Context: an optimization exercise on an open-source flow, tuned for small area and few clock cycles per item. The choices shown serve that exercise and are no tape-out recipe. Function was checked by simulation only, so behaviour that the tests miss may differ from the original.

== run A ==
==> flow/design.v (excerpt) <==
module dsp_mac_pipe (
  input  logic               CLK,
  input  logic               RSTN,
  input  logic               IN_VALID,
  output logic               IN_READY,
  input  logic signed [17:0] A,
  input  logic signed [17:0] B,
  input  logic signed [17:0] D,
  input  logic signed [47:0] C,
  input  logic [3:0]         OPMODE,
  output logic               OUT_VALID,
  input  logic               OUT_READY,
  output logic signed [47:0] P,
  output logic               CARRYOUT,
  output logic               OVERFLOW
);
For scale: ~1600 cells after synthesis, roughly 140 flip-flops, roughly 160 I/O pins.
export LEC_CHECK = 0
export CAP_MARGIN = 20
export CORE_MARGIN = 2
export CORE_UTILIZATION = 40
export SLEW_MARGIN = 20
create_clock -name core_clock -period 7.0 [get_ports {CLK}]
standard.sh (not shown) runs the stock make flow with config.mk's settings and CLKGATE_MAP_FILE= SYNTH_SCRIPT=/design/flow/synth_recipe.tcl, a recipe that flattens the netlist after the stock synthesis.
==> flow/flow/run.sh <==
#!/bin/bash
# The standard ORFS layout (the standard.sh), with these changes:
# - the port buffers that global placement inserts on every input and output
#   are sky130_fd_sc_hd__buf_1 instead of the tool's default pick; timing
#   repair still resizes any of them that need more drive;
# - Yosys's synth runs without its early "abc -fast" pass, so the full adders
#   that ORFS extracts keep the polarity the RTL writes them in (the final ABC
#   mapping and everything else are unchanged);
# - clock tree synthesis uses smaller clock buffers, larger sink clusters and
#   no dummy loads;
# - after global routing, gates on paths with positive slack are downsized
#   (ORFS RECOVER_POWER).
set -euo pipefail
bash standard.sh "BUFFER_PORTS_ARGS=-buffer_cell sky130_fd_sc_hd__buf_1" "SYNTH_ARGS=-noabc" \
  "CTS_ARGS=-sink_clustering_enable -repair_clock_nets -buf_list {sky130_fd_sc_hd__clkbuf_4 sky130_fd_sc_hd__clkbuf_8} -sink_clustering_size 30 -sink_clustering_max_diameter 100 -dont_use_dummy_load" \
  "RECOVER_POWER=100" finish > standard.log 2>&1
What the final checks of run A revealed, after a flow that finished every stage, was a layout that fails on capacitance limit, slew limit.
Testbench counts of run A, summed over its fixed seeds: cycles 32,062, items 32,046.
### run A -> run B
==> flow/flow/run.sh <==
#!/bin/bash
# The standard ORFS layout (the standard.sh), with these changes:
# - the port buffers that global placement inserts on every input and output
#   are sky130_fd_sc_hd__buf_1 instead of the tool's default pick; timing
#   repair still resizes any of them that need more drive;
# - Yosys's synth runs without its early "abc -fast" pass, so the full adders
#   that ORFS extracts keep the polarity the RTL writes them in (the final ABC
#   mapping and everything else are unchanged);
# - global placement is not timing driven (later timing repair still runs).
set -euo pipefail
bash standard.sh "BUFFER_PORTS_ARGS=-buffer_cell sky130_fd_sc_hd__buf_1" "SYNTH_ARGS=-noabc" \
  "GPL_TIMING_DRIVEN=0" finish > standard.log 2>&1
Findings:
Taking run A as the reference, in run B number of multi-input logic gates barely changed; first-pass GRT wire length now larger; latest clock arrival within the worst-skew pair -0.03 ns.
Run B did not stop at any stage, and its layout met the timing, design-rule and antenna checks.

run 1:
dsp_mac_pipe, a different RTL version from the one above (not shown whole).
Size in the first run: about 1,300 cells after synthesis, ~140 flip-flops, roughly 160 I/O pins, roughly 0.015 mm^2 of cells after synthesis.
Settings: LEC_CHECK=0, CAP_MARGIN=20, CORE_MARGIN=2, CORE_UTILIZATION=40, PLACE_DENSITY=0.72, SLEW_MARGIN=20; clock period 7.0 ns.
==> flow/flow/run.sh <==
#!/bin/bash
# The standard ORFS layout (the standard.sh), with these changes:
# - the port buffers that global placement inserts on every input and output
#   are sky130_fd_sc_hd__buf_1 instead of the tool's default pick; timing
#   repair still resizes any of them that need more drive;
# - Yosys's synth runs without its early "abc -fast" pass, so the full adders
#   that ORFS extracts keep the polarity the RTL writes them in (the final ABC
#   mapping and everything else are unchanged);
# - clock tree synthesis uses smaller clock buffers, larger sink clusters and
#   no dummy loads.
set -euo pipefail
bash standard.sh "BUFFER_PORTS_ARGS=-buffer_cell sky130_fd_sc_hd__buf_1" "SYNTH_ARGS=-noabc" \
  "CTS_ARGS=-sink_clustering_enable -repair_clock_nets -buf_list {sky130_fd_sc_hd__clkbuf_4 sky130_fd_sc_hd__clkbuf_8} -sink_clustering_size 30 -sink_clustering_max_diameter 100 -dont_use_dummy_load" \
  finish > standard.log 2>&1
Run 1: full flow OK, the timing, design-rule and antenna checks passed
Testbench counts of run 1, summed over its fixed seeds: cycles 32,062, items 32,046.
For run 2, these inputs were changed with respect to run 1:
# run 1
export LEC_CHECK = 0
export CAP_MARGIN = 20
export CORE_MARGIN = 2
export CORE_UTILIZATION = 40
export PLACE_DENSITY = 0.72
export SLEW_MARGIN = 20
create_clock -name core_clock -period 7.0 [get_ports {CLK}]
# run 2
export LEC_CHECK = 0
export CAP_MARGIN = 20
export CORE_MARGIN = 2
export CORE_UTILIZATION = 40
export SLEW_MARGIN = 20
create_clock -name core_clock -period 7.0 [get_ports {CLK}]
==> comparison <==
- Of run 2 and run 1, the lower sum of met2 wire segment lengths after detailed routing belongs to run 2.
- [run 2] arrival time of data at the critical path endpoint fell 0.02 ns relative to run 1
- Design area essentially unchanged between run 2 and run 1.
- Looking at run 2 and run 1, the layout filler cell count is a wash.
For run 3, these inputs were changed with respect to run 2:
# run 2
export LEC_CHECK = 0
export CAP_MARGIN = 20
export CORE_MARGIN = 2
export CORE_UTILIZATION = 40
export SLEW_MARGIN = 20
create_clock -name core_clock -period 7.0 [get_ports {CLK}]
# run 3
export LEC_CHECK = 0
export CAP_MARGIN = 20
export CORE_MARGIN = 2
export CORE_UTILIZATION = 40
export GPL_ROUTABILITY_DRIVEN = 0
export SLEW_MARGIN = 20
create_clock -name core_clock -period 7.0 [get_ports {CLK}]
## What came out
- [compare] base=run 2 new=run 3: fraction of final layout cells with drive strength greater than 1 closely matched the old numbers, global-route usage decreased by 0.33 points relative to the old numbers, mean number of vias per cell increased by 0.017 relative to the old numbers, data required time at the worst endpoint closely matched the old numbers.

port drivers added, routing unchanged:
In the flow no input, the clock included, has a driving cell. The finished layouts below were timed again as built, in two steps.
Step 1: set_driving_cell puts a clkbuf_16 on CLK and a buf_2 on each other input, an assumption about the parent block.
Step 2 also shifts input and output timing later by t, the mid clock arrival at the registers, as if the neighbouring blocks saw the same clock.
Slacks: no drivers / after step 1 / after step 2; pairs: no drivers / after step 1.
| run | shift t [ns] | setup WS [ns] | hold WS [ns] | cell pins on the clock port's net |
|---|---|---|---|---|
| run A | 0.546 | 0.311 / 0.311 / 0.311 | 0.556 / 0.556 / 0.556 | 1 |
| run B | 0.529 | 0.193 / 0.193 / 0.193 | 0.545 / 0.545 / 0.545 | 1 |
| run 1 | 0.510 | 0.241 / 0.241 / 0.241 | 0.534 / 0.534 / 0.534 | 1 |
| run 2 | 0.534 | 0.299 / 0.299 / 0.299 | 0.508 / 0.508 / 0.508 | 1 |
| run 3 | 0.537 | 0.328 / 0.328 / 0.328 | 0.503 / 0.503 / 0.503 | 1 |
